From an optimization exercise on the open Yosys and OpenROAD flow, aimed at small area, a short achievable clock period and few clock cycles per item; shortcuts taken in it are not production practice. Where RTL was checked, it was by simulation tests only, not by an equivalence proof against the original. No functional check of the RTL was part of run 2. No activity file was given, so power comes from the tool's default toggle rates.

File: flow/run.sh
#!/bin/bash
# Own flow: the standard ORFS flow (standard.sh) with two changes in how
# the layout is made; the clock, its period and the I/O constraints are
# unchanged:
#  * timing repair is asked to leave extra setup slack (SETUP_SLACK_MARGIN),
#  * the port buffers are sky130_fd_sc_hd__buf_2 cells.
set -euo pipefail
export SETUP_SLACK_MARGIN=9.6
export BUFFER_PORTS_ARGS="-buffer_cell sky130_fd_sc_hd__buf_2"
bash standard.sh > standard.log 2>&1
File: standard.sh
#!/bin/bash
# synth_recipe.tcl (not shown) runs the flow's synth.tcl, then flattens the netlist and writes it again
# the make line also repeats each setting of config.mk as NAME=value (left out here)
make -C /OpenROAD-flow-scripts/flow DESIGN_CONFIG=/design/flow/config.mk WORK_HOME=/design/flow/orfs CLKGATE_MAP_FILE= SYNTH_SCRIPT=/design/flow/synth_recipe.tcl "${@:-finish}"
File: config.mk
export PLATFORM = sky130hd
export DESIGN_NAME = wm_block_blender
export DESIGN_NICKNAME = wm_block_blender
export VERILOG_FILES = /design/flow/design.v
export SDC_FILE = /design/flow/constraint.sdc
export NUM_CORES = 4
export LEC_CHECK = 0
export ABC_AREA = 1
export CAP_MARGIN = 20
export CORE_MARGIN = 2
export CORE_UTILIZATION = 45
export CTS_CLUSTER_DIAMETER = 100
export CTS_CLUSTER_SIZE = 28
export SLEW_MARGIN = 20
export TNS_END_PERCENT = 10
File: constraint.sdc
create_clock -name core_clock -period 13.0 [get_ports {clk}]
set_input_delay 2.6000 -clock core_clock [delete_from_list [all_inputs] [get_ports {clk}]]
set_output_delay 2.6000 -clock core_clock [all_outputs]
set_load 0.01 [all_outputs]
File: design.v
`default_nettype none
module wm_block_blender #(
    parameter  int DATA_W = 8,
    parameter  int MAX_M  = 8,
    localparam int IDX_W  = $clog2(MAX_M * MAX_M)
) (
    input  wire logic              clk,
    input  wire logic              rst,
    input  wire logic [IDX_W-1:0]  cfg_m,
    input  wire logic [DATA_W:0]   cfg_bthr,
    input  wire logic [7:0]        cfg_amin,
    input  wire logic [7:0]        cfg_amax,
    input  wire logic [7:0]        cfg_bmin,
    input  wire logic [7:0]        cfg_bmax,
    input  wire logic              s_valid,
    output logic                   s_ready,
    input  wire logic [DATA_W-1:0] s_data,
    output logic                   m_valid,
    input  wire logic              m_ready,
    output logic [DATA_W-1:0]      m_data,
    output logic                   m_last,
    output logic                   busy,
    output logic                   err
);
    localparam int GAP = 5;
    logic       rdy_q;
    logic       st_first, st_w, st_last;
    logic [2:0] st_col, st_row;      
    logic [5:0] ac;                  
    logic [2:0] cnt;                 
    logic [2:0] nopen;               
    logic       err_q, busy_q;
    logic [2:0] mm1;                 
    logic [8:0] bthr;
    logic [7:0] bmin, bmax;
    logic [6:0] nsq;                 
    logic [7:0] n3;                  
    logic       xfer, bad, xfer_p, xfer_w, first_ok, cap;
    logic       cfg_one;             
    logic [6:0] cfg_nsq;
    logic [7:0] cfg_n3;
    function automatic logic gt8(input logic [7:0] a, input logic [7:0] b);
        logic [7:0] g, e;
        logic [3:0] g1, e1;
        logic [1:0] g2, e2;
        g = a & ~b;
        e = ~(a ^ b);
        for (int i = 0; i < 4; i++) begin
            g1[i] = g[2*i+1] | (e[2*i+1] & g[2*i]);
            e1[i] = e[2*i+1] & e[2*i];
        end
        for (int i = 0; i < 2; i++) begin
            g2[i] = g1[2*i+1] | (e1[2*i+1] & g1[2*i]);
            e2[i] = e1[2*i+1] & e1[2*i];
        end
        gt8 = g2[1] | (e2[1] & g2[0]);
    endfunction
    always_comb begin
        xfer = s_valid && rdy_q;
        cfg_one = (cfg_m[2:0] == 3'd1);
        bad  = (cfg_m == 6'd0) || (cfg_m[5:3] != 3'd0 && cfg_m[2:0] != 3'd0) ||
               (cfg_m[5:4] != 2'd0) ||
               gt8(cfg_amin, cfg_amax) || gt8(cfg_bmin, cfg_bmax);
        first_ok = st_first && !bad;
        cap    = xfer && st_first;
        xfer_p = xfer && (st_first || !st_w);
        xfer_w = xfer && !st_first && st_w;
        case (cfg_m[2:0])
            3'd1:    begin cfg_nsq = 7'd1;  cfg_n3 = 8'd3;   end
            3'd2:    begin cfg_nsq = 7'd4;  cfg_n3 = 8'd12;  end
            3'd3:    begin cfg_nsq = 7'd9;  cfg_n3 = 8'd27;  end
            3'd4:    begin cfg_nsq = 7'd16; cfg_n3 = 8'd48;  end
            3'd5:    begin cfg_nsq = 7'd25; cfg_n3 = 8'd75;  end
            3'd6:    begin cfg_nsq = 7'd36; cfg_n3 = 8'd108; end
            3'd7:    begin cfg_nsq = 7'd49; cfg_n3 = 8'd147; end
            default: begin cfg_nsq = 7'd64; cfg_n3 = 8'd192; end
        endcase
    end
    logic [511:0] ring;
    logic         a_p, a_first, a_colnz, a_rownz;
    logic [7:0]   a_d;
    logic [7:0]   tap_up, tap_p, upq;
    always_comb begin
        case (mm1)
            3'd0: tap_up = ring[511:504];
            3'd1: tap_up = ring[7:0];
            3'd2: tap_up = ring[15:8];
            3'd3: tap_up = ring[23:16];
            3'd4: tap_up = ring[31:24];
            3'd5: tap_up = ring[39:32];
            3'd6: tap_up = ring[47:40];
            default: tap_up = ring[55:48];
        endcase
        case (mm1)
            3'd0: tap_p = ring[8*((1  + GAP - 2) % 64) +: 8];
            3'd1: tap_p = ring[8*((4  + GAP - 2) % 64) +: 8];
            3'd2: tap_p = ring[8*((9  + GAP - 2) % 64) +: 8];
            3'd3: tap_p = ring[8*((16 + GAP - 2) % 64) +: 8];
            3'd4: tap_p = ring[8*((25 + GAP - 2) % 64) +: 8];
            3'd5: tap_p = ring[8*((36 + GAP - 2) % 64) +: 8];
            3'd6: tap_p = ring[8*((49 + GAP - 2) % 64) +: 8];
            default: tap_p = ring[8*((64 + GAP - 2) % 64) +: 8];
        endcase
    end
    always_ff @(posedge clk) begin
        ring <= {ring[503:0], a_p ? a_d : ring[511:504]};
        a_d  <= s_data;
        upq  <= tap_up;
    end
    logic [8:0]  g_sum;
    logic [7:0]  d_left, d_up;
    logic        g_v, g_first;
    logic [8:0]  g_q;
    logic [13:0] sp;
    logic [16:0] dg;
    logic        ge;
    function automatic logic [7:0] absdiff(input logic [7:0] x, input logic [7:0] y);
        logic [8:0] t;
        t = {1'b0, x} - {1'b0, y};
        absdiff = t[8] ? (8'd0 - t[7:0]) : t[7:0];
    endfunction
    always_comb begin
        d_left = a_colnz ? absdiff(a_d, ring[7:0]) : 8'd0;
        d_up   = a_rownz ? absdiff(a_d, upq)       : 8'd0;
        g_sum  = {1'b0, d_left} + {1'b0, d_up};
        ge     = !dg[16];
    end
    logic [1:0]  dv;
    logic        q2;
    logic [7:0]  uq, dev, cdev;
    logic [13:0] sp_s2;
    function automatic logic [13:0] div4(input logic [13:0] x, input logic [6:0] n,
                                         input logic [7:0] n3);
        logic [7:0] t;
        logic [8:0] d1, d2, d3;
        t  = {x[13:8], x[7:6]};
        d1 = {1'b0, t} - {2'b0, n};
        d2 = {1'b0, t} - {1'b0, n, 1'b0};
        d3 = {1'b0, t} - {1'b0, n3};
        if (!d3[8])      div4 = {d3[5:0], x[5:0], 2'd3};
        else if (!d2[8]) div4 = {d2[5:0], x[5:0], 2'd2};
        else if (!d1[8]) div4 = {d1[5:0], x[5:0], 2'd1};
        else             div4 = {t[5:0],  x[5:0], 2'd0};
    endfunction
    always_comb sp_s2 = div4(div4(sp, nsq, n3), nsq, n3);
    always_comb begin
        uq    = sp[7:0];
        dev   = ge ? 8'd0   : (uq[7] ? {1'b0, uq[6:0]} : (8'd128 - uq));
        cdev  = ge ? 8'd128 : (uq[7] ? (8'd0 - uq) : uq);
    end
    function automatic logic [8:0] add8(input logic [7:0] a, input logic [7:0] b);
        logic [7:0] g, p, gg, pp, gn, pn;
        g = a & b;
        p = a ^ b;
        gg = g;
        pp = p;
        for (int k = 1; k < 8; k = k * 2) begin
            for (int i = 0; i < 8; i++) begin
                if (i >= k) begin
                    gn[i] = gg[i] | (pp[i] & gg[i-k]);
                    pn[i] = pp[i] & pp[i-k];
                end else begin
                    gn[i] = gg[i];
                    pn[i] = pp[i];
                end
            end
            gg = gn;
            pp = pn;
        end
        add8 = {gg[7], p ^ {gg[6:0], 1'b0}};
    endfunction
    logic [13:0] sp_acc;
    logic [5:0]  sp_hi1;
    logic [8:0]  sp_lo;
    always_comb begin
        sp_hi1 = sp[13:8] + 6'd1;
        sp_lo  = add8(st_first ? 8'd0 : sp[7:0], s_data);
        if (st_first)      sp_acc = {6'd0, s_data};
        else if (sp_lo[8]) sp_acc = {sp_hi1, sp_lo[7:0]};
        else               sp_acc = {sp[13:8], sp_lo[7:0]};
    end
    always_ff @(posedge clk) begin
        if (xfer && (st_first || !st_w)) sp <= sp_acc;
        else if (dv != 2'd0) sp <= sp_s2;
        g_q <= g_sum;
        if (g_v) dg <= (g_first ? 17'd0 : dg) + {8'd0, g_q} - {8'd0, bthr};
    end
    logic [7:0]  x1, x2, y1, y2;
    logic        o_pix, o_last, o_ka;
    logic [16:0] csa_r0, csa_r1, b_r0, b_r1, b_q;
    logic        b_pix, b_last, b_ka, b_kb;
    logic [7:0]  b_sat;
    logic cs1, cs2, cs3, cs4, cs5, cs6, cs7, cs8, cs9, cs10, cs11, cs12, cs13, cs14, cs15, cs16, cs17, cs18, cs19, cs20, cs21, cs22, cs23, cs24, cs25, cs26, cs27, cs28, cs29, cs30, cs31, cs32, cs33, cs34, cs35, cs36, cs37, cs38, cs39, cs40, cs41, cs42, cs43, cs44, cs45, cs46, cs47, cs48, cs49, cs50, cs51, cs52, cs53, cs54, cs55, cs56, cs57, cs58, cs59, cs60, cs61, cs62, cs63, cs64, cs65, cs66, cs67, cs68, cs69, cs70, cs71, cs72, cs73, cs74, cs75, cs76, cs77, cs78, cs79, cs80, cs81, cs82, cs83, cs84, cs85, cs86, cs87, cs88, cs89, cs90, cs91, cs92, cs93, cs94, cs95, cs96, cs97, cs98, cs99, cs100, cs101, cs102, cs103, cs104, cs105, cs106, cs107, cs108, cs109, cs110, cs111, cs112, cs113, cs114, cs115, cs116, cs117, cs118, cs119, cs120, cs121, cs122, cs123, cs124, cs125, cs126, cs127, cs128, cs129, cs130, cs131, cs132, cs133, cs134, cs135, cs136, cs137, cs138, cs139, cs140, cs141, cs142, cs143, cs144, cs145, cs146, cs147, cs148, cs149, cs150, cs151, cs152, cs153, cs154, cs155, cs156, cs157, cs158, cs159, cs160, cs161, cs162, cs163, cs164, cs165, cs166, cs167, cs168, cs169, cs170, cs171, cs172, cs173, cs174, cs175, cs176, cs177, cs178, cs179, cs180, cs181, cs182, cs183, cs184, cs185, cs186, cs187, cs188, cs189, cs190, cs191, cs192, cs193, cs194, cs195, cs196, cs197, cs198, cs199, cs200, cs201, cs202, cs203, cs204, cs205, cs206, cs207, cs208, cs209, cs210, cs211, cs212, cs213, cs214, cs215, cs216, cs217, cs218, cs219, cs220, cs221, cs222, cs223, cs224, cs225, cs226, cs227, cs228, cs229, cs230, cs231, cs232, cs233, cs234, cs235, cs236, cs237, cs238, cs239, cs240, cs241, cs242, cs243, cs244, cs245, cs246, cs247, cs248, cs249, cs250, cs251, cs252, cs253, cs254, cs255, cs256, cs257, cs258, cs259, cs260, cs261, cs262, cs263, cs264, cs265, cs266, cs267, cs268, cs269, cs270, cs271, cs272, cs273, cs274, cs275, cs276, cs277, cs278, cs279, cs280, cs281, cs282, cs283, cs284, cs285, cs286, cs287, cs288, cs289, cs290, cs291, cs292, cs293, cs294, cs295, cs296, cs297, cs298, cs299, cs300, cs301, cs302, cs303, cs304, cs305, cs306, cs307, cs308, cs309, cs310, cs311, cs312, cs313, cs314, cs315, cs316, cs317, cs318, cs319, cs320, cs321, cs322, cs323, cs324, cs325, cs326, cs327, cs328, cs329, cs330, cs331, cs332, cs333, cs334, cs335, cs336, cs337, cs338;
    always_comb begin
        cs1 = x1[0] & y1[0];
        cs2 = x2[0] & y2[0];
        cs3 = x1[0] & y1[1];
        cs4 = x1[1] & y1[0];
        cs5 = x2[0] & y2[1];
        cs6 = x2[1] & y2[0];
        cs7 = x1[0] & y1[2];
        cs8 = x1[1] & y1[1];
        cs9 = x1[2] & y1[0];
        cs10 = x2[0] & y2[2];
        cs11 = x2[1] & y2[1];
        cs12 = x2[2] & y2[0];
        cs13 = x1[0] & y1[3];
        cs14 = x1[1] & y1[2];
        cs15 = x1[2] & y1[1];
        cs16 = x1[3] & y1[0];
        cs17 = x2[0] & y2[3];
        cs18 = x2[1] & y2[2];
        cs19 = x2[2] & y2[1];
        cs20 = x2[3] & y2[0];
        cs21 = x1[0] & y1[4];
        cs22 = x1[1] & y1[3];
        cs23 = x1[2] & y1[2];
        cs24 = x1[3] & y1[1];
        cs25 = x1[4] & y1[0];
        cs26 = x2[0] & y2[4];
        cs27 = x2[1] & y2[3];
        cs28 = x2[2] & y2[2];
        cs29 = x2[3] & y2[1];
        cs30 = x2[4] & y2[0];
        cs31 = x1[0] & y1[5];
        cs32 = x1[1] & y1[4];
        cs33 = x1[2] & y1[3];
        cs34 = x1[3] & y1[2];
        cs35 = x1[4] & y1[1];
        cs36 = x1[5] & y1[0];
        cs37 = x2[0] & y2[5];
        cs38 = x2[1] & y2[4];
        cs39 = x2[2] & y2[3];
        cs40 = x2[3] & y2[2];
        cs41 = x2[4] & y2[1];
        cs42 = x2[5] & y2[0];
        cs43 = x1[0] & y1[6];
        cs44 = x1[1] & y1[5];
        cs45 = x1[2] & y1[4];
        cs46 = x1[3] & y1[3];
        cs47 = x1[4] & y1[2];
        cs48 = x1[5] & y1[1];
        cs49 = x1[6] & y1[0];
        cs50 = x2[0] & y2[6];
        cs51 = x2[1] & y2[5];
        cs52 = x2[2] & y2[4];
        cs53 = x2[3] & y2[3];
        cs54 = x2[4] & y2[2];
        cs55 = x2[5] & y2[1];
        cs56 = x2[6] & y2[0];
        cs57 = x1[0] & y1[7];
        cs58 = x1[1] & y1[6];
        cs59 = x1[2] & y1[5];
        cs60 = x1[3] & y1[4];
        cs61 = x1[4] & y1[3];
        cs62 = x1[5] & y1[2];
        cs63 = x1[6] & y1[1];
        cs64 = x1[7] & y1[0];
        cs65 = x2[0] & y2[7];
        cs66 = x2[1] & y2[6];
        cs67 = x2[2] & y2[5];
        cs68 = x2[3] & y2[4];
        cs69 = x2[4] & y2[3];
        cs70 = x2[5] & y2[2];
        cs71 = x2[6] & y2[1];
        cs72 = x2[7] & y2[0];
        cs73 = x1[1] & y1[7];
        cs74 = x1[2] & y1[6];
        cs75 = x1[3] & y1[5];
        cs76 = x1[4] & y1[4];
        cs77 = x1[5] & y1[3];
        cs78 = x1[6] & y1[2];
        cs79 = x1[7] & y1[1];
        cs80 = x2[1] & y2[7];
        cs81 = x2[2] & y2[6];
        cs82 = x2[3] & y2[5];
        cs83 = x2[4] & y2[4];
        cs84 = x2[5] & y2[3];
        cs85 = x2[6] & y2[2];
        cs86 = x2[7] & y2[1];
        cs87 = x1[2] & y1[7];
        cs88 = x1[3] & y1[6];
        cs89 = x1[4] & y1[5];
        cs90 = x1[5] & y1[4];
        cs91 = x1[6] & y1[3];
        cs92 = x1[7] & y1[2];
        cs93 = x2[2] & y2[7];
        cs94 = x2[3] & y2[6];
        cs95 = x2[4] & y2[5];
        cs96 = x2[5] & y2[4];
        cs97 = x2[6] & y2[3];
        cs98 = x2[7] & y2[2];
        cs99 = x1[3] & y1[7];
        cs100 = x1[4] & y1[6];
        cs101 = x1[5] & y1[5];
        cs102 = x1[6] & y1[4];
        cs103 = x1[7] & y1[3];
        cs104 = x2[3] & y2[7];
        cs105 = x2[4] & y2[6];
        cs106 = x2[5] & y2[5];
        cs107 = x2[6] & y2[4];
        cs108 = x2[7] & y2[3];
        cs109 = x1[4] & y1[7];
        cs110 = x1[5] & y1[6];
        cs111 = x1[6] & y1[5];
        cs112 = x1[7] & y1[4];
        cs113 = x2[4] & y2[7];
        cs114 = x2[5] & y2[6];
        cs115 = x2[6] & y2[5];
        cs116 = x2[7] & y2[4];
        cs117 = x1[5] & y1[7];
        cs118 = x1[6] & y1[6];
        cs119 = x1[7] & y1[5];
        cs120 = x2[5] & y2[7];
        cs121 = x2[6] & y2[6];
        cs122 = x2[7] & y2[5];
        cs123 = x1[6] & y1[7];
        cs124 = x1[7] & y1[6];
        cs125 = x2[6] & y2[7];
        cs126 = x2[7] & y2[6];
        cs127 = x1[7] & y1[7];
        cs128 = x2[7] & y2[7];
        cs129 = cs43 ^ cs44;
        cs130 = cs43 & cs44;
        cs131 = cs57 ^ cs58 ^ cs59;
        cs132 = (cs57 & cs58) | (cs57 & cs59) | (cs58 & cs59);
        cs133 = cs60 ^ cs61 ^ cs62;
        cs134 = (cs60 & cs61) | (cs60 & cs62) | (cs61 & cs62);
        cs135 = cs73 ^ cs74 ^ cs75;
        cs136 = (cs73 & cs74) | (cs73 & cs75) | (cs74 & cs75);
        cs137 = cs76 ^ cs77;
        cs138 = cs76 & cs77;
        cs139 = cs87 ^ cs88;
        cs140 = cs87 & cs88;
        cs141 = cs21 ^ cs22;
        cs142 = cs21 & cs22;
        cs143 = cs31 ^ cs32 ^ cs33;
        cs144 = (cs31 & cs32) | (cs31 & cs33) | (cs32 & cs33);
        cs145 = cs34 ^ cs35 ^ cs36;
        cs146 = (cs34 & cs35) | (cs34 & cs36) | (cs35 & cs36);
        cs147 = cs129 ^ cs45 ^ cs46;
        cs148 = (cs129 & cs45) | (cs129 & cs46) | (cs45 & cs46);
        cs149 = cs47 ^ cs48 ^ cs49;
        cs150 = (cs47 & cs48) | (cs47 & cs49) | (cs48 & cs49);
        cs151 = cs50 ^ cs51 ^ cs52;
        cs152 = (cs50 & cs51) | (cs50 & cs52) | (cs51 & cs52);
        cs153 = cs130 ^ cs131 ^ cs133;
        cs154 = (cs130 & cs131) | (cs130 & cs133) | (cs131 & cs133);
        cs155 = cs63 ^ cs64 ^ cs65;
        cs156 = (cs63 & cs64) | (cs63 & cs65) | (cs64 & cs65);
        cs157 = cs66 ^ cs67 ^ cs68;
        cs158 = (cs66 & cs67) | (cs66 & cs68) | (cs67 & cs68);
        cs159 = cs69 ^ cs70;
        cs160 = cs69 & cs70;
        cs161 = cs132 ^ cs134 ^ cs135;
        cs162 = (cs132 & cs134) | (cs132 & cs135) | (cs134 & cs135);
        cs163 = cs137 ^ cs78 ^ cs79;
        cs164 = (cs137 & cs78) | (cs137 & cs79) | (cs78 & cs79);
        cs165 = cs80 ^ cs81 ^ cs82;
        cs166 = (cs80 & cs81) | (cs80 & cs82) | (cs81 & cs82);
        cs167 = cs83 ^ cs84 ^ cs85;
        cs168 = (cs83 & cs84) | (cs83 & cs85) | (cs84 & cs85);
        cs169 = cs136 ^ cs138 ^ cs139;
        cs170 = (cs136 & cs138) | (cs136 & cs139) | (cs138 & cs139);
        cs171 = cs89 ^ cs90 ^ cs91;
        cs172 = (cs89 & cs90) | (cs89 & cs91) | (cs90 & cs91);
        cs173 = cs92 ^ cs93 ^ cs94;
        cs174 = (cs92 & cs93) | (cs92 & cs94) | (cs93 & cs94);
        cs175 = cs95 ^ cs96 ^ cs97;
        cs176 = (cs95 & cs96) | (cs95 & cs97) | (cs96 & cs97);
        cs177 = cs140 ^ cs99 ^ cs100;
        cs178 = (cs140 & cs99) | (cs140 & cs100) | (cs99 & cs100);
        cs179 = cs101 ^ cs102 ^ cs103;
        cs180 = (cs101 & cs102) | (cs101 & cs103) | (cs102 & cs103);
        cs181 = cs104 ^ cs105 ^ cs106;
        cs182 = (cs104 & cs105) | (cs104 & cs106) | (cs105 & cs106);
        cs183 = cs109 ^ cs110 ^ cs111;
        cs184 = (cs109 & cs110) | (cs109 & cs111) | (cs110 & cs111);
        cs185 = cs13 ^ cs14 ^ cs15;
        cs186 = (cs13 & cs14) | (cs13 & cs15) | (cs14 & cs15);
        cs187 = cs141 ^ cs23 ^ cs24;
        cs188 = (cs141 & cs23) | (cs141 & cs24) | (cs23 & cs24);
        cs189 = cs25 ^ cs26 ^ cs27;
        cs190 = (cs25 & cs26) | (cs25 & cs27) | (cs26 & cs27);
        cs191 = cs142 ^ cs143 ^ cs145;
        cs192 = (cs142 & cs143) | (cs142 & cs145) | (cs143 & cs145);
        cs193 = cs37 ^ cs38 ^ cs39;
        cs194 = (cs37 & cs38) | (cs37 & cs39) | (cs38 & cs39);
        cs195 = cs40 ^ cs41;
        cs196 = cs40 & cs41;
        cs197 = cs144 ^ cs146 ^ cs147;
        cs198 = (cs144 & cs146) | (cs144 & cs147) | (cs146 & cs147);
        cs199 = cs149 ^ cs151 ^ cs53;
        cs200 = (cs149 & cs151) | (cs149 & cs53) | (cs151 & cs53);
        cs201 = cs54 ^ cs55 ^ cs56;
        cs202 = (cs54 & cs55) | (cs54 & cs56) | (cs55 & cs56);
        cs203 = cs148 ^ cs150 ^ cs152;
        cs204 = (cs148 & cs150) | (cs148 & cs152) | (cs150 & cs152);
        cs205 = cs153 ^ cs155 ^ cs157;
        cs206 = (cs153 & cs155) | (cs153 & cs157) | (cs155 & cs157);
        cs207 = cs159 ^ cs71 ^ cs72;
        cs208 = (cs159 & cs71) | (cs159 & cs72) | (cs71 & cs72);
        cs209 = cs154 ^ cs156 ^ cs158;
        cs210 = (cs154 & cs156) | (cs154 & cs158) | (cs156 & cs158);
        cs211 = cs160 ^ cs161 ^ cs163;
        cs212 = (cs160 & cs161) | (cs160 & cs163) | (cs161 & cs163);
        cs213 = cs165 ^ cs167 ^ cs86;
        cs214 = (cs165 & cs167) | (cs165 & cs86) | (cs167 & cs86);
        cs215 = cs162 ^ cs164 ^ cs166;
        cs216 = (cs162 & cs164) | (cs162 & cs166) | (cs164 & cs166);
        cs217 = cs168 ^ cs169 ^ cs171;
        cs218 = (cs168 & cs169) | (cs168 & cs171) | (cs169 & cs171);
        cs219 = cs173 ^ cs175 ^ cs98;
        cs220 = (cs173 & cs175) | (cs173 & cs98) | (cs175 & cs98);
        cs221 = cs170 ^ cs172 ^ cs174;
        cs222 = (cs170 & cs172) | (cs170 & cs174) | (cs172 & cs174);
        cs223 = cs176 ^ cs177 ^ cs179;
        cs224 = (cs176 & cs177) | (cs176 & cs179) | (cs177 & cs179);
        cs225 = cs181 ^ cs107 ^ cs108;
        cs226 = (cs181 & cs107) | (cs181 & cs108) | (cs107 & cs108);
        cs227 = cs178 ^ cs180 ^ cs182;
        cs228 = (cs178 & cs180) | (cs178 & cs182) | (cs180 & cs182);
        cs229 = cs183 ^ cs112 ^ cs113;
        cs230 = (cs183 & cs112) | (cs183 & cs113) | (cs112 & cs113);
        cs231 = cs114 ^ cs115 ^ cs116;
        cs232 = (cs114 & cs115) | (cs114 & cs116) | (cs115 & cs116);
        cs233 = cs184 ^ cs117 ^ cs118;
        cs234 = (cs184 & cs117) | (cs184 & cs118) | (cs117 & cs118);
        cs235 = cs119 ^ cs120 ^ cs121;
        cs236 = (cs119 & cs120) | (cs119 & cs121) | (cs120 & cs121);
        cs237 = cs7 ^ cs8 ^ cs9;
        cs238 = (cs7 & cs8) | (cs7 & cs9) | (cs8 & cs9);
        cs239 = cs185 ^ cs16 ^ cs17;
        cs240 = (cs185 & cs16) | (cs185 & cs17) | (cs16 & cs17);
        cs241 = cs18 ^ cs19;
        cs242 = cs18 & cs19;
        cs243 = cs186 ^ cs187 ^ cs189;
        cs244 = (cs186 & cs187) | (cs186 & cs189) | (cs187 & cs189);
        cs245 = cs28 ^ cs29 ^ cs30;
        cs246 = (cs28 & cs29) | (cs28 & cs30) | (cs29 & cs30);
        cs247 = cs188 ^ cs190 ^ cs191;
        cs248 = (cs188 & cs190) | (cs188 & cs191) | (cs190 & cs191);
        cs249 = cs193 ^ cs195 ^ cs42;
        cs250 = (cs193 & cs195) | (cs193 & cs42) | (cs195 & cs42);
        cs251 = cs192 ^ cs194 ^ cs196;
        cs252 = (cs192 & cs194) | (cs192 & cs196) | (cs194 & cs196);
        cs253 = cs197 ^ cs199 ^ cs201;
        cs254 = (cs197 & cs199) | (cs197 & cs201) | (cs199 & cs201);
        cs255 = cs198 ^ cs200 ^ cs202;
        cs256 = (cs198 & cs200) | (cs198 & cs202) | (cs200 & cs202);
        cs257 = cs203 ^ cs205 ^ cs207;
        cs258 = (cs203 & cs205) | (cs203 & cs207) | (cs205 & cs207);
        cs259 = cs204 ^ cs206 ^ cs208;
        cs260 = (cs204 & cs206) | (cs204 & cs208) | (cs206 & cs208);
        cs261 = cs209 ^ cs211 ^ cs213;
        cs262 = (cs209 & cs211) | (cs209 & cs213) | (cs211 & cs213);
        cs263 = cs210 ^ cs212 ^ cs214;
        cs264 = (cs210 & cs212) | (cs210 & cs214) | (cs212 & cs214);
        cs265 = cs215 ^ cs217 ^ cs219;
        cs266 = (cs215 & cs217) | (cs215 & cs219) | (cs217 & cs219);
        cs267 = cs216 ^ cs218 ^ cs220;
        cs268 = (cs216 & cs218) | (cs216 & cs220) | (cs218 & cs220);
        cs269 = cs221 ^ cs223 ^ cs225;
        cs270 = (cs221 & cs223) | (cs221 & cs225) | (cs223 & cs225);
        cs271 = cs222 ^ cs224 ^ cs226;
        cs272 = (cs222 & cs224) | (cs222 & cs226) | (cs224 & cs226);
        cs273 = cs227 ^ cs229 ^ cs231;
        cs274 = (cs227 & cs229) | (cs227 & cs231) | (cs229 & cs231);
        cs275 = cs228 ^ cs230 ^ cs232;
        cs276 = (cs228 & cs230) | (cs228 & cs232) | (cs230 & cs232);
        cs277 = cs233 ^ cs235 ^ cs122;
        cs278 = (cs233 & cs235) | (cs233 & cs122) | (cs235 & cs122);
        cs279 = cs234 ^ cs236 ^ cs123;
        cs280 = (cs234 & cs236) | (cs234 & cs123) | (cs236 & cs123);
        cs281 = cs124 ^ cs125 ^ cs126;
        cs282 = (cs124 & cs125) | (cs124 & cs126) | (cs125 & cs126);
        cs283 = cs3 ^ cs4;
        cs284 = cs3 & cs4;
        cs285 = cs237 ^ cs10 ^ cs11;
        cs286 = (cs237 & cs10) | (cs237 & cs11) | (cs10 & cs11);
        cs287 = cs238 ^ cs239 ^ cs241;
        cs288 = (cs238 & cs239) | (cs238 & cs241) | (cs239 & cs241);
        cs289 = cs240 ^ cs242 ^ cs243;
        cs290 = (cs240 & cs242) | (cs240 & cs243) | (cs242 & cs243);
        cs291 = cs244 ^ cs246 ^ cs247;
        cs292 = (cs244 & cs246) | (cs244 & cs247) | (cs246 & cs247);
        cs293 = cs248 ^ cs250 ^ cs251;
        cs294 = (cs248 & cs250) | (cs248 & cs251) | (cs250 & cs251);
        cs295 = cs252 ^ cs254 ^ cs255;
        cs296 = (cs252 & cs254) | (cs252 & cs255) | (cs254 & cs255);
        cs297 = cs256 ^ cs258 ^ cs259;
        cs298 = (cs256 & cs258) | (cs256 & cs259) | (cs258 & cs259);
        cs299 = cs260 ^ cs262 ^ cs263;
        cs300 = (cs260 & cs262) | (cs260 & cs263) | (cs262 & cs263);
        cs301 = cs264 ^ cs266 ^ cs267;
        cs302 = (cs264 & cs266) | (cs264 & cs267) | (cs266 & cs267);
        cs303 = cs268 ^ cs270 ^ cs271;
        cs304 = (cs268 & cs270) | (cs268 & cs271) | (cs270 & cs271);
        cs305 = cs272 ^ cs274 ^ cs275;
        cs306 = (cs272 & cs274) | (cs272 & cs275) | (cs274 & cs275);
        cs307 = cs276 ^ cs278 ^ cs279;
        cs308 = (cs276 & cs278) | (cs276 & cs279) | (cs278 & cs279);
        cs309 = cs280 ^ cs282 ^ cs127;
        cs310 = (cs280 & cs282) | (cs280 & cs127) | (cs282 & cs127);
        cs311 = cs283 ^ cs5;
        cs312 = cs283 & cs5;
        cs313 = cs284 ^ cs285 ^ cs12;
        cs314 = (cs284 & cs285) | (cs284 & cs12) | (cs285 & cs12);
        cs315 = cs286 ^ cs287 ^ cs20;
        cs316 = (cs286 & cs287) | (cs286 & cs20) | (cs287 & cs20);
        cs317 = cs288 ^ cs289 ^ cs245;
        cs318 = (cs288 & cs289) | (cs288 & cs245) | (cs289 & cs245);
        cs319 = cs290 ^ cs291 ^ cs249;
        cs320 = (cs290 & cs291) | (cs290 & cs249) | (cs291 & cs249);
        cs321 = cs292 ^ cs293 ^ cs253;
        cs322 = (cs292 & cs293) | (cs292 & cs253) | (cs293 & cs253);
        cs323 = cs294 ^ cs295 ^ cs257;
        cs324 = (cs294 & cs295) | (cs294 & cs257) | (cs295 & cs257);
        cs325 = cs296 ^ cs297 ^ cs261;
        cs326 = (cs296 & cs297) | (cs296 & cs261) | (cs297 & cs261);
        cs327 = cs298 ^ cs299 ^ cs265;
        cs328 = (cs298 & cs299) | (cs298 & cs265) | (cs299 & cs265);
        cs329 = cs300 ^ cs301 ^ cs269;
        cs330 = (cs300 & cs301) | (cs300 & cs269) | (cs301 & cs269);
        cs331 = cs302 ^ cs303 ^ cs273;
        cs332 = (cs302 & cs303) | (cs302 & cs273) | (cs303 & cs273);
        cs333 = cs304 ^ cs305 ^ cs277;
        cs334 = (cs304 & cs305) | (cs304 & cs277) | (cs305 & cs277);
        cs335 = cs306 ^ cs307 ^ cs281;
        cs336 = (cs306 & cs307) | (cs306 & cs281) | (cs307 & cs281);
        cs337 = cs308 ^ cs309 ^ cs128;
        cs338 = (cs308 & cs309) | (cs308 & cs128) | (cs309 & cs128);
        csa_r0 = {1'b0, cs338, cs336, cs334, cs332, cs330, cs328, cs326, cs324, cs322, cs320, cs318, cs316, cs314, cs312, cs311, cs1};
        csa_r1 = {1'b0, cs310, cs337, cs335, cs333, cs331, cs329, cs327, cs325, cs323, cs321, cs319, cs317, cs315, cs313, cs6, cs2};
    end
    always_comb begin
        b_q   = b_r0 + b_r1;
        b_sat = (b_q[16:15] != 2'b00) ? 8'hFF : b_q[14:7];
    end
    always_ff @(posedge clk) begin
        if (cap) begin
            x1 <= cfg_amax;
            x2 <= cfg_amin;
        end else if (o_ka) begin
            x1 <= bmin;
            x2 <= bmax;
        end else begin
            if (b_ka) x1 <= b_q[14:7];
            if (b_kb) x2 <= b_q[14:7];
        end
        if (q2 || o_ka) begin
            y1 <= cdev;
            y2 <= dev;
        end else begin
            y1 <= tap_p;
            y2 <= s_data;
        end
        b_r0 <= csa_r0;
        b_r1 <= csa_r1;
    end
    logic [8:0] fb0, fb1, fb2;
    logic [1:0] fh, ft, fc;
    logic       oxfer, out_free, buf_pop, buf_push;
    logic [8:0] fb_head, b_item;
    logic [2:0] cnt_nx;
    logic [2:0] nopen_nx;
    logic [5:0] ac_nx;
    logic       first_nx, w_nx;
    always_comb begin
        oxfer    = m_valid && m_ready;
        out_free = !m_valid || m_ready;
        b_item   = {b_last, b_sat};
        case (fh)
            2'd0:    fb_head = fb0;
            2'd1:    fb_head = fb1;
            default: fb_head = fb2;
        endcase
        buf_pop  = out_free && (fc != 2'd0);
        buf_push = b_pix && !(out_free && (fc == 2'd0));
    end
    always_ff @(posedge clk) begin
        if (out_free) {m_last, m_data} <= (fc != 2'd0) ? fb_head : b_item;
        if (buf_push) begin
            case (ft)
                2'd0:    fb0 <= b_item;
                2'd1:    fb1 <= b_item;
                default: fb2 <= b_item;
            endcase
        end
    end
    logic       inc_open, dec_open, busy_nx, rdy_nx, rdy0, rdy1;
    logic [2:0] cnt_p1, cnt_m1, nopen_p1, nopen_m1, nopen_ok;
    always_comb begin
        cnt_p1   = cnt + 3'd1;
        cnt_m1   = cnt - 3'd1;
        nopen_p1 = nopen + 3'd1;
        nopen_m1 = nopen - 3'd1;
        inc_open = cap;
        dec_open = oxfer && m_last;
        case ({xfer_w, oxfer})
            2'b10:   cnt_nx = cnt_p1;
            2'b01:   cnt_nx = cnt_m1;
            default: cnt_nx = cnt;
        endcase
        nopen_ok = err_q ? nopen_m1 : nopen;
        case ({inc_open, dec_open || err_q})
            2'b10:   nopen_nx = nopen_p1;
            2'b01:   nopen_nx = nopen_m1;
            default: nopen_nx = nopen;
        endcase
        if (inc_open && err_q && dec_open) nopen_nx = nopen_m1;
        if (!inc_open && err_q && dec_open) nopen_nx = nopen - 3'd2;
        busy_nx = (inc_open && !bad) || (dec_open ? (nopen_ok > 3'd1) : (nopen_ok != 3'd0));
        rdy0 = st_first || ((ac == 6'd63) && (!st_w || oxfer || (cnt <= 3'd3)));
        rdy1 = st_first ? (cfg_m[2:0] != 3'd1)
             : (!st_w ? !st_last
                      : (st_last || (oxfer ? (cnt <= 3'd3) : (cnt <= 3'd2))));
        rdy_nx = xfer ? rdy1 : rdy0;
        first_nx = st_first;
        w_nx     = st_w;
        ac_nx    = ac + 6'd1;
        if (xfer) begin
            ac_nx = 6'd0;
            if (st_first) begin
                first_nx = bad;
                w_nx     = cfg_one;
                if (cfg_one) ac_nx = 6'(64 - GAP);
            end else if (!st_w) begin
                if (st_last) begin
                    w_nx  = 1'b1;
                    ac_nx = 6'(64 - GAP);
                end
            end else if (st_last) begin
                first_nx = 1'b1;
            end
        end
    end
    always_ff @(posedge clk or negedge rst) begin
        if (!rst) begin
            rdy_q <= 1'b0;
            st_first <= 1'b1;
            cnt <= '0; nopen <= '0; err_q <= 1'b0; busy_q <= 1'b0;
            a_p <= 1'b0; g_v <= 1'b0; dv <= '0; q2 <= 1'b0;
            o_pix <= 1'b0; o_ka <= 1'b0;
            b_pix <= 1'b0; b_ka <= 1'b0; b_kb <= 1'b0;
            m_valid <= 1'b0;
            fh <= '0; ft <= '0; fc <= '0;
        end else begin
            rdy_q    <= rdy_nx;
            st_first <= first_nx;
            cnt      <= cnt_nx;
            nopen    <= nopen_nx;
            busy_q   <= busy_nx;
            err_q    <= xfer && st_first && bad;
            a_p      <= xfer_p;
            g_v      <= a_p;
            dv       <= {dv[0], xfer && (st_first ? (!bad && cfg_one) : (!st_w && st_last))};
            q2       <= dv[1];
            o_pix    <= xfer_w;
            o_ka     <= q2;
            b_pix    <= o_pix;
            b_ka     <= o_ka;
            b_kb     <= b_ka;
            if (out_free) m_valid <= (fc != 2'd0) || b_pix;
            if (buf_pop)  fh <= (fh == 2'd2) ? 2'd0 : fh + 2'd1;
            if (buf_push) ft <= (ft == 2'd2) ? 2'd0 : ft + 2'd1;
            fc <= fc + {1'b0, buf_push} - {1'b0, buf_pop};
        end
    end
    always_ff @(posedge clk) begin
        st_w <= w_nx;
        ac   <= ac_nx;
        if (xfer) begin
            if (st_first) begin
                st_col  <= (cfg_m[2:0] == 3'd1) ? 3'd0 : 3'd1;
                st_row  <= 3'd0;
                st_last <= (cfg_m[2:0] == 3'd1);
            end else if (!st_w && st_last) begin
                st_col  <= 3'd0;
                st_row  <= 3'd0;
                st_last <= 1'b0;             
            end else begin
                if (st_col == mm1) begin
                    st_col <= 3'd0;
                    st_row <= st_row + 3'd1;
                end else begin
                    st_col <= st_col + 3'd1;
                end
                st_last <= (st_col != mm1) && (st_col + 3'd1 == mm1) && (st_row == mm1);
            end
        end
        a_first <= st_first;
        a_colnz <= !st_first && (st_col != 3'd0);
        a_rownz <= !st_first && (st_row != 3'd0);
        g_first <= a_first;
        o_last  <= st_last;
        b_last  <= o_last;
        if (cap) begin
            mm1  <= cfg_m[2:0] - 3'd1;
            nsq  <= cfg_nsq;
            n3   <= cfg_n3;
            bthr <= cfg_bthr;
            bmin <= cfg_bmin;
            bmax <= cfg_bmax;
        end
    end
    always_comb begin
        s_ready = rdy_q;
        busy    = busy_q;
        err     = err_q;
    end
endmodule
`default_nettype wire
==> summary.txt, run 1 <==
The flow ran to the end and the layout has no timing, DRC or antenna violations. Synthesis instantiated 61 different standard cells from the library. Of the total synthesized cell area, the portion taken by XOR and XNOR cells is 2.52%. The run gives 1 as the number of warnings reported in the yosys synthesis log. Total power for the finished layout comes to 7.67 mW.

The tools report the worst-skew pair later-pin latency as 0.60 ns. The critical path endpoint category was a flop. Ratio of total power to cell area: 239 nW/um2. The worst vdd rail ir drop was 0.132 mV.

CTS built an H-tree with a depth of 2. The count of final hold-check violations came out at 0. The worst path needs 3.82 ns of the cycle, external delays included. STA puts the critical path data arrival time at 4.16 ns. The largest net degree at the start of global routing was 47; the number of hold-repair buffers added at the cts stage was 0. Initial antenna violation count: 5. After synthesis, the cell types taking the most area are sky130_fd_sc_hd__dfxtp_1 (42%), sky130_fd_sc_hd__edfxtp_1 (14%), sky130_fd_sc_hd__fa_1 (7.9%). Derived from the worst setup path, the maximum achievable clock frequency is 0.262 GHz. Max-cap violations in this run came to 0. The tools report the root buffer selected by CTS as sky130_fd_sc_hd__clkbuf_16.

The synthesized design contains 754 register bits. The number of nets in the finished design came out at 3157. For the pin with the worst max-slew slack, the measured transition is 0.881 ns. The die covers 65400 um2.

For the residual overflow from global routing, the log shows 0. Path category of the worst min-delay check: reg -> reg. The placed wire-length estimate is 43200 um, and the die outline height is 256 um. For the area of the core, the log shows 62900 um2.

The synthesized netlist occupies a cell area of 28500 um2. For this run, the total global-route usage over all layers was measured as 18.5%. Setup repair after global routing could not meet its margin everywhere. For this run, design rule violations remaining after detail routing come to 0.

For this design, the slowest cell found on the critical path is sky130_fd_sc_hd__ha_4. Each instance of the synthesized netlist takes up on average 10.5 um2. Share of flip-flops with an asynchronous set or reset after synthesis: 3.58%. At the end of routability-driven placement, the weighted congestion stood at 0.905.

The largest family of logic cells by synthesized area was adder cells. The cell type contributing the most total cell area after synthesis was sky130_fd_sc_hd__dfxtp_1. For this block, the via count after detailed routing is 18100.

The number of antenna diodes in the final layout is 0. The number of buffers inserted by port buffering is 71. On the critical path the largest part of the delay comes from compound AO/OA/AOI/OAI gates. The via count of the first global-routing pass is 18000. Counting every sink on the clock net gives 754. The tools report the detailed router's first-iteration violation count as 1332. The largest single stage delay on the critical path is 0.26 ns. The number of nets handed over by synthesis was 3026. TritonCTS built the clock tree. The tools report the global-route wire length before repair as 95900 um. In this run the deepest clock path goes through 3 buffers. The clock tree skew after final layout is 0.0351 ns.

Summed over all failing endpoints, the final setup total negative slack is 0 ns. The share of the synthesized area in compound gates (AO/OA/AOI/OAI) works out to 7.23%. The count of antenna-violating nets left after detailed routing is 0, and the worst relative slew slack is 41.1%. Setup violations remaining at the end of the flow were counted as 0.

The count of pins on the block boundary was 72; the effective utilization at floorplan was 45.4%. In the final layout, the share of cells above drive strength 1 is 13.1%. Data on the critical path is required at its endpoint by 13.34 ns. The width of the die works out to 256 um. Summed over all layers, the routed wires come to 60800 um.

Traced cell by cell, the critical path runs through buf_2, ha_4, a21oi_1, nand2_1, nand2_1, nand2_1, a21oi_2, inv_1, a21oi_1, o21ai_0, xor2_1, o21ai_0, o21ai_0. The most used standard cell by instance count after synthesis was sky130_fd_sc_hd__dfxtp_1. From synthesis to final layout, the design area changed by 12.5%. The mux contribution to synthesized area was 0.197%; the number of buffers created by CTS was 35. After detailed routing, the average wire length per cell comes to 16.5 um. The floorplan has 92 rows.

Summing the areas of all and, or, nand and nor instances in the mapped netlist gives 10.8% of the synthesized area. The critical path contains buffers and inverters numbering 2 combined. Cells fill 51.1% of the core in the end. The critical path is of the in -> reg type.

The first detailed-routing pass took 5 iterations. The run gives 0 as the number of pins with negative max-slew slack in the final report. Sorting the synthesized cells by how often they occur yields sky130_fd_sc_hd__dfxtp_1 (597), sky130_fd_sc_hd__nand2_1 (488), sky130_fd_sc_hd__inv_1 (457).

The synthesized instance count was 2707; the routed via count divided by cell count was 4.89. The commonest register cell after synthesis is sky130_fd_sc_hd__dfxtp_1. In this run the worst path has a maximum fanout of 4.

The final clock period utilization by the worst path was 29.4%. The analysis attributes to cell leakage a power of 14.7 nW. The clock transition at the register clock pins on the worst setup and hold paths after CTS was 0.11 ns.

The share of synthesized area in the top cell type comes to 41.9%. After synthesis, flip-flops and latches occupy 57.9% of the total area. The type of origin of the critical path was an input pin. The synthesized netlist devotes 14.3% of its cell area to adder and majority cells.

The number of enable-type register cells in the synthesized netlist is 130. Counting the fill cells in the layout gives 5622.
worst paths after layout:
| path | slack, ns | start | end | cells past startpoint |
|---|---|---|---|---|
| setup reg to reg | 9.19 | x1[3] | b_r1[8] | 10 |
| hold / removal | 0.31 | a_first | g_first | 0 |
| setup / recovery | 9.18 | s_data[2] | sp[7] | 13 |
| min in group asynchronous | 2.06 | rst | ft[0] | 1 |
| max in group asynchronous | 10.45 | rst | cnt[0] | 1 |
| hold reg to reg | 0.31 | a_first | g_first | 0 |
flip-flops by register name (all words and copies together) (netlist names), 4 cells and up:
register  cells
dg           17
fb2           9
ring        512
fb1           9
upq           8
m_data        8
x1            8
a_d           8
n3            7
b_r0         16
x2            8
y1            8
ac            6
nsq           4
bmax          8
g_q           9
bmin          8
fb0           9
y2            8
b_r1         16
bthr          9
sp           14
per-stage QoR:
stage | instances | hold slack [ns] | area [um2] | worst slack (ns)
2_1_floorplan | 2707 | 0.310 | 28600 | 8.59
3_3_place_gp | 3573 | 0.310 | 29800 | 8.25
3_5_place_dp | 3573 | 0.312 | 29800 | 8.26
4_1_cts | 3676 | 0.312 | 31800 | 9.16
5_1_grt | 3697 | 0.315 | 32100 | 9.08
6_report | 3697 | 0.308 | 32100 | 9.18
cells by family (layout without fill, tap and decap cells):
| logic type | Yosys count | after routing |
|---|---|---|
| flip-flops | 754 | 754 |
| multiplexers | 5 | 5 |
| AO/OA/AOI/OAI | 344 | 344 |
| XOR/XNOR | 82 | 82 |
| adder cells (fa/ha/maj) | 260 | 260 |
| buffers and inverters | 521 | 665 |
| AND/OR/NAND/NOR | 741 | 741 |
per-layer routing:
layer / global-route usage [%] / up-vias / wire length, um
li1: - / 8818 / -
met1: 24.7 / 8613 / 27200
met2: 30.2 / 507 / 28000
met3: 3.45 / 112 / 3730
met4: 6.25 / 10 / 1840
met5: 0 / - / 69
layout make-up:
type | instances | area, um2 | share of cell area [%]
repair buffers | 154 | 1040 | 3.24
inverters | 461 | 1750 | 5.45
flip-flops and latches | 754 | 16500 | 51.5
clock buffers | 39 | 912 | 2.84
clock inverters | 11 | 150 | 0.468
multi-input cells | 1432 | 10700 | 33.2
well taps | 846 | 1060 | 3.30
worst reg2reg max path, cell delays in order (launching register included):
cell	delay (ns)
sky130_fd_sc_hd__edfxtp_1	0.52
sky130_fd_sc_hd__nand2_2	0.09
sky130_fd_sc_hd__fa_1	0.54
sky130_fd_sc_hd__inv_1	0.05
sky130_fd_sc_hd__fa_1	0.51
sky130_fd_sc_hd__fa_2	0.59
sky130_fd_sc_hd__inv_1	0.05
sky130_fd_sc_hd__fa_2	0.36
sky130_fd_sc_hd__fa_1	0.50
sky130_fd_sc_hd__inv_1	0.05
sky130_fd_sc_hd__fa_1	0.43
cell usage in the layout (no fill, tap or decap), types with 5 or more instances in the layout:
| master | instances |
|---|---|
| sky130_fd_sc_hd__dfxtp_1 | 592 |
| sky130_fd_sc_hd__nand2_1 | 467 |
| sky130_fd_sc_hd__inv_1 | 434 |
| sky130_fd_sc_hd__edfxtp_1 | 130 |
| sky130_fd_sc_hd__ha_1 | 128 |
| sky130_fd_sc_hd__a21oi_1 | 108 |
| sky130_fd_sc_hd__fa_1 | 102 |
| sky130_fd_sc_hd__nor2_1 | 94 |
| sky130_fd_sc_hd__o21ai_0 | 89 |
| sky130_fd_sc_hd__nand3_1 | 74 |
| sky130_fd_sc_hd__buf_4 | 72 |
| sky130_fd_sc_hd__buf_2 | 70 |
| sky130_fd_sc_hd__xor2_1 | 51 |
| sky130_fd_sc_hd__clkbuf_16 | 36 |
| sky130_fd_sc_hd__xnor2_1 | 31 |
| sky130_fd_sc_hd__dfrtp_1 | 26 |
| sky130_fd_sc_hd__nand2_2 | 23 |
| sky130_fd_sc_hd__inv_2 | 19 |
| sky130_fd_sc_hd__ha_4 | 19 |
| sky130_fd_sc_hd__a221oi_1 | 18 |
| sky130_fd_sc_hd__a31oi_1 | 18 |
| sky130_fd_sc_hd__o22ai_1 | 16 |
| sky130_fd_sc_hd__o21ai_1 | 16 |
| sky130_fd_sc_hd__nor3_1 | 16 |
| sky130_fd_sc_hd__a21oi_2 | 15 |
| sky130_fd_sc_hd__nand4_1 | 12 |
| sky130_fd_sc_hd__nand2_4 | 12 |
| sky130_fd_sc_hd__a22o_1 | 10 |
| sky130_fd_sc_hd__fa_2 | 10 |
| sky130_fd_sc_hd__buf_6 | 10 |
| sky130_fd_sc_hd__nor3_2 | 9 |
| sky130_fd_sc_hd__or2_2 | 9 |
| sky130_fd_sc_hd__a21oi_4 | 8 |
| sky130_fd_sc_hd__nand3b_1 | 6 |
| sky130_fd_sc_hd__nor2_2 | 5 |
| sky130_fd_sc_hd__nor2_4 | 5 |
| sky130_fd_sc_hd__a211oi_1 | 5 |
| sky130_fd_sc_hd__mux2_2 | 5 |
report_power, final:
| part | switching [mW] | leakage, nW | internal, mW |
|---|---|---|---|
| clock | 0.733 | 0.522 | 0.532 |
| sequential | 0.207 | 6.50 | 2.78 |
| combinational | 2.04 | 7.71 | 1.38 |
| total | 2.98 | 14.7 | 4.70 |
repair_timing:
item / in CTS / in global routing
pin swaps: 53 / 35
setup endpoints to repair: 119 / 128
gates resized for setup: 105 / 57
setup buffers: 53 / 21
Testbench counts, summed over its fixed seeds: cycles 16,896, items 7,956.
==> run 2: changes to the inputs <==
--- a/design.v
+++ b/design.v
@@ -22,7 +22,8 @@
     output logic                   busy,
     output logic                   err
 );
-    localparam int GAP = 5;
+    localparam int GAP_D = 5;
+    localparam int GAP_S = 4;
     logic       rdy_q;
     logic       st_first, st_w, st_last;
     logic [2:0] st_col, st_row;      
@@ -31,6 +32,7 @@
     logic [2:0] nopen;               
     logic       err_q, busy_q;
     logic [2:0] mm1;                 
+    logic       pw2;                 
     logic [8:0] bthr;
     logic [7:0] bmin, bmax;
     logic [6:0] nsq;                 
@@ -92,14 +94,14 @@
             default: tap_up = ring[55:48];
         endcase
         case (mm1)
-            3'd0: tap_p = ring[8*((1  + GAP - 2) % 64) +: 8];
-            3'd1: tap_p = ring[8*((4  + GAP - 2) % 64) +: 8];
-            3'd2: tap_p = ring[8*((9  + GAP - 2) % 64) +: 8];
-            3'd3: tap_p = ring[8*((16 + GAP - 2) % 64) +: 8];
-            3'd4: tap_p = ring[8*((25 + GAP - 2) % 64) +: 8];
-            3'd5: tap_p = ring[8*((36 + GAP - 2) % 64) +: 8];
-            3'd6: tap_p = ring[8*((49 + GAP - 2) % 64) +: 8];
-            default: tap_p = ring[8*((64 + GAP - 2) % 64) +: 8];
+            3'd0: tap_p = ring[8*((1  + GAP_S - 2) % 64) +: 8];
+            3'd1: tap_p = ring[8*((4  + GAP_S - 2) % 64) +: 8];
+            3'd2: tap_p = ring[8*((9  + GAP_D - 2) % 64) +: 8];
+            3'd3: tap_p = ring[8*((16 + GAP_S - 2) % 64) +: 8];
+            3'd4: tap_p = ring[8*((25 + GAP_D - 2) % 64) +: 8];
+            3'd5: tap_p = ring[8*((36 + GAP_D - 2) % 64) +: 8];
+            3'd6: tap_p = ring[8*((49 + GAP_D - 2) % 64) +: 8];
+            default: tap_p = ring[8*((64 + GAP_S - 2) % 64) +: 8];
         endcase
     end
     always_ff @(posedge clk) begin
@@ -109,8 +111,6 @@
     end
     logic [8:0]  g_sum;
     logic [7:0]  d_left, d_up;
-    logic        g_v, g_first;
-    logic [8:0]  g_q;
     logic [13:0] sp;
     logic [16:0] dg;
     logic        ge;
@@ -126,7 +126,7 @@
         ge     = !dg[16];
     end
     logic [1:0]  dv;
-    logic        q2;
+    logic        qs, q2;
     logic [7:0]  uq, dev, cdev;
     logic [13:0] sp_s2;
     function automatic logic [13:0] div4(input logic [13:0] x, input logic [6:0] n,
@@ -144,7 +144,13 @@
     endfunction
     always_comb sp_s2 = div4(div4(sp, nsq, n3), nsq, n3);
     always_comb begin
-        uq    = sp[7:0];
+        case (mm1)
+            3'd0:    uq = sp[7:0];
+            3'd1:    uq = sp[9:2];
+            3'd3:    uq = sp[11:4];
+            3'd7:    uq = sp[13:6];
+            default: uq = sp[7:0];    
+        endcase
         dev   = ge ? 8'd0   : (uq[7] ? {1'b0, uq[6:0]} : (8'd128 - uq));
         cdev  = ge ? 8'd128 : (uq[7] ? (8'd0 - uq) : uq);
     end
@@ -182,8 +188,7 @@
     always_ff @(posedge clk) begin
         if (xfer && (st_first || !st_w)) sp <= sp_acc;
         else if (dv != 2'd0) sp <= sp_s2;
-        g_q <= g_sum;
-        if (g_v) dg <= (g_first ? 17'd0 : dg) + {8'd0, g_q} - {8'd0, bthr};
+        if (a_p) dg <= (a_first ? 17'd0 : dg) + {8'd0, g_sum} - {8'd0, bthr};
     end
     logic [7:0]  x1, x2, y1, y2;
     logic        o_pix, o_last, o_ka;
@@ -624,11 +629,11 @@
             if (st_first) begin
                 first_nx = bad;
                 w_nx     = cfg_one;
-                if (cfg_one) ac_nx = 6'(64 - GAP);
+                if (cfg_one) ac_nx = 6'(64 - GAP_S);
             end else if (!st_w) begin
                 if (st_last) begin
                     w_nx  = 1'b1;
-                    ac_nx = 6'(64 - GAP);
+                    ac_nx = pw2 ? 6'(64 - GAP_S) : 6'(64 - GAP_D);
                 end
             end else if (st_last) begin
                 first_nx = 1'b1;
@@ -640,7 +645,7 @@
             rdy_q <= 1'b0;
             st_first <= 1'b1;
             cnt <= '0; nopen <= '0; err_q <= 1'b0; busy_q <= 1'b0;
-            a_p <= 1'b0; g_v <= 1'b0; dv <= '0; q2 <= 1'b0;
+            a_p <= 1'b0; dv <= '0; qs <= 1'b0; q2 <= 1'b0;
             o_pix <= 1'b0; o_ka <= 1'b0;
             b_pix <= 1'b0; b_ka <= 1'b0; b_kb <= 1'b0;
             m_valid <= 1'b0;
@@ -653,9 +658,9 @@
             busy_q   <= busy_nx;
             err_q    <= xfer && st_first && bad;
             a_p      <= xfer_p;
-            g_v      <= a_p;
-            dv       <= {dv[0], xfer && (st_first ? (!bad && cfg_one) : (!st_w && st_last))};
-            q2       <= dv[1];
+            dv       <= {dv[0], xfer && !st_first && !st_w && st_last && !pw2};
+            qs       <= xfer && (st_first ? (!bad && cfg_one) : (!st_w && st_last && pw2));
+            q2       <= dv[1] || qs;
             o_pix    <= xfer_w;
             o_ka     <= q2;
             b_pix    <= o_pix;
@@ -692,11 +697,12 @@
         a_first <= st_first;
         a_colnz <= !st_first && (st_col != 3'd0);
         a_rownz <= !st_first && (st_row != 3'd0);
-        g_first <= a_first;
         o_last  <= st_last;
         b_last  <= o_last;
         if (cap) begin
             mm1  <= cfg_m[2:0] - 3'd1;
+            pw2  <= (cfg_m[2:0] == 3'd1) || (cfg_m[2:0] == 3'd2) ||
+                    (cfg_m[2:0] == 3'd4) || (cfg_m[2:0] == 3'd0);
             nsq  <= cfg_nsq;
             n3   <= cfg_n3;
             bthr <= cfg_bthr;
==> flow/run.sh (replaced) <==
#!/bin/bash
# Own flow: the standard ORFS flow (standard.sh) with two changes in how
# the layout is made; the clock, its period and the I/O constraints are
# unchanged:
#  * timing repair is asked to leave extra setup slack (SETUP_SLACK_MARGIN),
#  * the port buffers are sky130_fd_sc_hd__buf_4 cells.
set -euo pipefail
export SETUP_SLACK_MARGIN=9.5
export BUFFER_PORTS_ARGS="-buffer_cell sky130_fd_sc_hd__buf_4"
bash standard.sh > standard.log 2>&1
--- a/config.mk
+++ b/config.mk
@@ -8,7 +8,7 @@
 export ABC_AREA = 1
 export CAP_MARGIN = 20
 export CORE_MARGIN = 2
-export CORE_UTILIZATION = 45
+export CORE_UTILIZATION = 50
 export CTS_CLUSTER_DIAMETER = 100
 export CTS_CLUSTER_SIZE = 28
 export SLEW_MARGIN = 20
==> run 2 against run 1 <==
  * Final cell count is 1.9% lower
  * Register-to-register slack worse by 1.1 ns
  * Largest power group unchanged
  * Clock power hardly changed
  * Final area is 0.89% higher
  * Power is 2.6% higher
  * Sequential share of layout area is 1.0 points lower
  * Non-clock buffer count is 5 lower
  * Maximum frequency is 23% lower
  * Setup slack worse by 1.1 ns
  * Core utilization is 6.3 points higher
==> summary.txt, run 2 <==
The largest driver fanout on the critical path is 5 (+1), and the via count of the first global-routing pass is 18000 (+0.10%). The core occupancy in the finished layout was 57.3% (+6.3 points). The minimum hold slack was 0.321 ns (+0.0132 ns). The stage delay of the slowest cell on the critical path is 0.55 ns (+0.29 ns). The run gives 35.0% (-6.1 points) as the worst relative slew slack. The count of maximum capacitance violations was 0 (unchanged); the cell depth of the worst hold path was 0 (unchanged).

The tools report the residual DRC count as 0 (unchanged). TritonCTS built the clock tree. The average cell area after synthesis is 10.5 um2 (-0.53%), and the net count after synthesis is 3057 (+1.0%).

The fraction of post-synthesis cell area in the top cell type by area works out to 41.0% (-0.86 points). The type of the worst setup path is reg -> reg. The static power due to leakage is 15.1 nW (+2.3%), and the routed via count divided by cell count is 4.99 (+2.1%).

Final total negative setup slack: 0 ns (unchanged). The sequential share of the synthesized area was 57.1% (-0.82 points); the worst vdd rail ir drop was 0.135 mV (+2.6%). The worst setup timing slack at the placement stage was 7.68 ns (-0.579 ns); the width of the die was 243 um (-4.9%). The worst hold path belongs to the class reg -> reg. The number of enable-type register cells in the synthesized netlist works out to 131 (+0.77%). The start point of the worst min-delay path was ring[498].

The flip-flop count of the largest register after layout was 512 (unchanged); the deepest clock path buffer count was 3 (unchanged). Clock transition at the register clock pins on the worst setup and hold paths after CTS: 0.11 ns (about the same). The cell type of the slowest stage on the worst timing path is sky130_fd_sc_hd__fa_1. The count of antenna diodes in the layout came out at 0 (unchanged). Die footprint: 59200 um2 (-9.5%).

The largest registers in the layout are ring: 512 flops, dg: 17 flops. The number of standard-cell rows in the floorplan is 87 (-5.4%), and the number of hold-repair buffers added at the cts stage is 0 (unchanged). Commonest register cell after synthesis: sky130_fd_sc_hd__dfxtp_1. The register with the most flip-flops in the final layout is ring.

By instance count, the leading cell after synthesis is sky130_fd_sc_hd__dfxtp_1. The run gives 0 (unchanged) as the count of final hold-check violations. Mean routed wirelength per cell: 17.0 um (+3.5%). After synthesis, the most frequently instantiated cells are sky130_fd_sc_hd__dfxtp_1 (587), sky130_fd_sc_hd__inv_1 (479), sky130_fd_sc_hd__nand2_1 (475). The depth of the worst register-to-register path is 29 (+19).

For the achievable frequency, the log shows 0.203 GHz (-23%). The slew at the pin closest to its max-slew limit came out at 0.971 ns (+0.0897 ns). The logs give 0 (unchanged) for the number of pins with negative max-slew slack in the final report and 745 (-1.2%) for the TritonCTS sink count. Leaving out fill and tap cells, the most frequent cell in the layout is sky130_fd_sc_hd__dfxtp_1. The distinct cell type count of the synthesized netlist is 66 (+8.2%).

In this run the critical register-to-register path is launched from a_d[0]. For the global-route wire length before repair, the log shows 96000 um (+0.13%). The die outline height is 243 um (-4.9%). The reg-to-reg setup timing slack was 8.07 ns (-1.12 ns).

For hold timing, the worst endpoint is ring[506]. The count of pins on the block boundary came out at 72 (unchanged). The worst setup path is captured at a flop. Post-layout total power: 7.88 mW (+2.6%). The number of nets in the finished design came out at 3182 (+0.79%). The tools report the detailed-route wire length as 61800 um (+1.5%).

The area of the core was 56500 um2 (-10%); the number of H-tree branching levels was 2 (unchanged). Clock tree skew after final layout: 0.0246 ns (-0.0105 ns). Total routing resource utilization after global routing: 20.6% (+2.1 points).

The total cell area at the placement stage is 30000 um2 (+0.64%). The largest net degree at the start of global routing is 43 (-8.5%). STA classifies the critical path startpoint as a flop. The final estimated routing congestion in global placement was 0.883 (-2.5%); the clock period minus worst slack was 4.93 ns (+1.12 ns).

The tree is rooted in a sky130_fd_sc_hd__clkbuf_16. The logs give 0 (unchanged) for the final setup violation count and 18100 (+0.089%) for the detailed-route via count. The logs give 3507 (-1.8%) for the number of cells after detailed placement and 32400 um2 (+0.89%) for the final standard cell area without fillers.

The number of warnings reported in the yosys synthesis log came out at 1 (unchanged). The logs give 0.60 ns (about the same) for the worst-skew pair later-pin latency and 4 (-1) for the initial antenna violation count. The count of antenna-violating nets left after detailed routing was 0 (unchanged); the post-synthesis register bit count was 745 (-1.2%).

The data arrival at the endpoint of the critical path is 5.30 ns (+1.14 ns). The share of flip-flops with an asynchronous set or reset after synthesis was 3.62% (+0.043 points). The synthesized instance count was 2732 (+0.92%). For the placed wire-length estimate, the log shows 45200 um (+4.6%). The final clock period utilization by the worst path was 38.0% (+8.6 points); the number of buffers created by CTS was 34 (-2.9%). In the layout the commonest cells are sky130_fd_sc_hd__dfxtp_1 (585), sky130_fd_sc_hd__inv_1 (457), sky130_fd_sc_hd__nand2_1 (441), sky130_fd_sc_hd__buf_4 (140), sky130_fd_sc_hd__edfxtp_1 (131). The post-synthesis cell area was 28600 um2 (+0.39%); the ratio of total power to cell area was 243 nW/um2 (+1.7%). The number of buffers inserted by port buffering came out at 71 (unchanged). The run finished with no timing, DRC or antenna violations. The tools report the effective utilization at floorplan as 50.7% (+5.3 points). By area the synthesized netlist is led by sky130_fd_sc_hd__dfxtp_1 (41%), sky130_fd_sc_hd__edfxtp_1 (14%), sky130_fd_sc_hd__fa_1 (8.2%). In this run the critical register-to-register path is captured at dg[13]. The post-layout instance count excluding filler cells was 3625 (-1.9%). The cell type contributing the most total cell area after synthesis was sky130_fd_sc_hd__dfxtp_1. The share of final-layout standard cells stronger than drive strength 1 was 13.8% (+0.68 points). Number of iterations in the first detailed-routing pass: 7 (+2).

The required time of the critical path is 13.36 ns (+0.02 ns), and the detailed router's first-iteration violation count is 1008 (-24%). The run gives 8.07 ns (-1.12 ns) as the final worst setup slack. The run gives 0 (unchanged) as the residual overflow from global routing. The post-synthesis to final-layout area growth came out at 13.1%. Setup repair after global routing could not meet its margin everywhere.
run 2: final cells by class:
class                           instances  area, um2
Fill cell                            4829      24100
Sequential cell                       745      16400
Multi-Input combinational cell       1436      11000
Inverter                              491       1870
Timing Repair Buffer                  149       1150
Tap cell                              756        946
Clock buffer                           38        866
Clock inverter                         10        183
run 2: logic make-up after synthesis:
family / count (synthesis) / synth area share (%)
xor+xnor: 66 / 2.04
buf+inv: 551 / 7.31
fa+ha+maj: 266 / 14.7
mux: 4 / 0.157
simple gates: 738 / 10.7
compound gates: 362 / 7.98
flops: 745 / 57.1
run 2: timing repair:
action / CTS / global route
endpoints found under the setup margin: 100 / 123
resized for setup: 34 / 158
cloned: 0 / 0
pin swaps: 18 / 76
setup buffers: 13 / 57
run 2: per-layer routing:
layer	vias up	track usage (%)	routed length, um
li1	8910	-	-
met1	8643	27.5	27700
met2	407	34.0	28900
met3	108	3.62	3200
met4	8	6.84	1930
met5	-	0	51
run 2: critical path, delay by kind of cell, from the launching register on:
kind	cells	cell delay, ns
AND/OR/NAND/NOR	5	0.39
flip-flops	1	0.34
XOR/XNOR	1	0.14
adder cells (fa/ha/maj)	6	2.09
AO/OA/AOI/OAI	12	1.49
buffers and inverters	5	0.28
run 2: how the worst max path moves through the flow:
| stage | startpoint | end | slack (ns) | cells after the start |
|---|---|---|---|---|
| finish | a_d[0] | dg[13] | 8.07 | 29 |
| global route | a_d[0] | dg[13] | 7.86 | 29 |
| CTS | a_d[0] | dg[13] | 8.17 | 29 |
| detailed placement | a_d[0] | dg[13] | 7.68 | 29 |
| global placement | a_d[0] | dg[13] | 7.77 | 29 |
| floorplan | a_d[0] | dg[13] | 8.22 | 29 |
run 2: power breakdown:
| part | internal, mW | switching [mW] |
|---|---|---|
| Combinational | 1.52 | 2.14 |
| Clock | 0.523 | 0.713 |
| Sequential | 2.76 | 0.227 |

static timing again, ports no longer ideal:
The results above use ideal ports. As a check the final layouts listed here were re-extracted and re-timed, cells and wires unchanged.
Step 1 (the two cells are an assumption about what drives the block):
set clk [get_ports {clk}]
set_driving_cell -lib_cell sky130_fd_sc_hd__clkbuf_16 $clk
set_driving_cell -lib_cell sky130_fd_sc_hd__buf_2 [delete_from_list [all_inputs] $clk]
Step 2 times the ports against the registers' clock, not the clock port: input delays grow and output delays shrink by t, the midpoint of the rising clock arrivals with the driver on.
Three values: ideal, step 1, step 2; two values: the first two.
run | t, ns | slack for setup (ns) | latest minus earliest clock arrival (ns) | cell pins on the clock port's net
run 1 | 0.646 | 9.182 / 9.126 / 8.529 | 0.035 / 0.036 | 1
run 2 | 0.650 | 8.066 / 8.066 / 8.066 | 0.028 / 0.028 | 1
After both steps setup and hold are still met in every run listed. For run 1, which loses most, drivers alone change the setup slack by -0.056 ns; drivers and shift together by -0.653 ns.
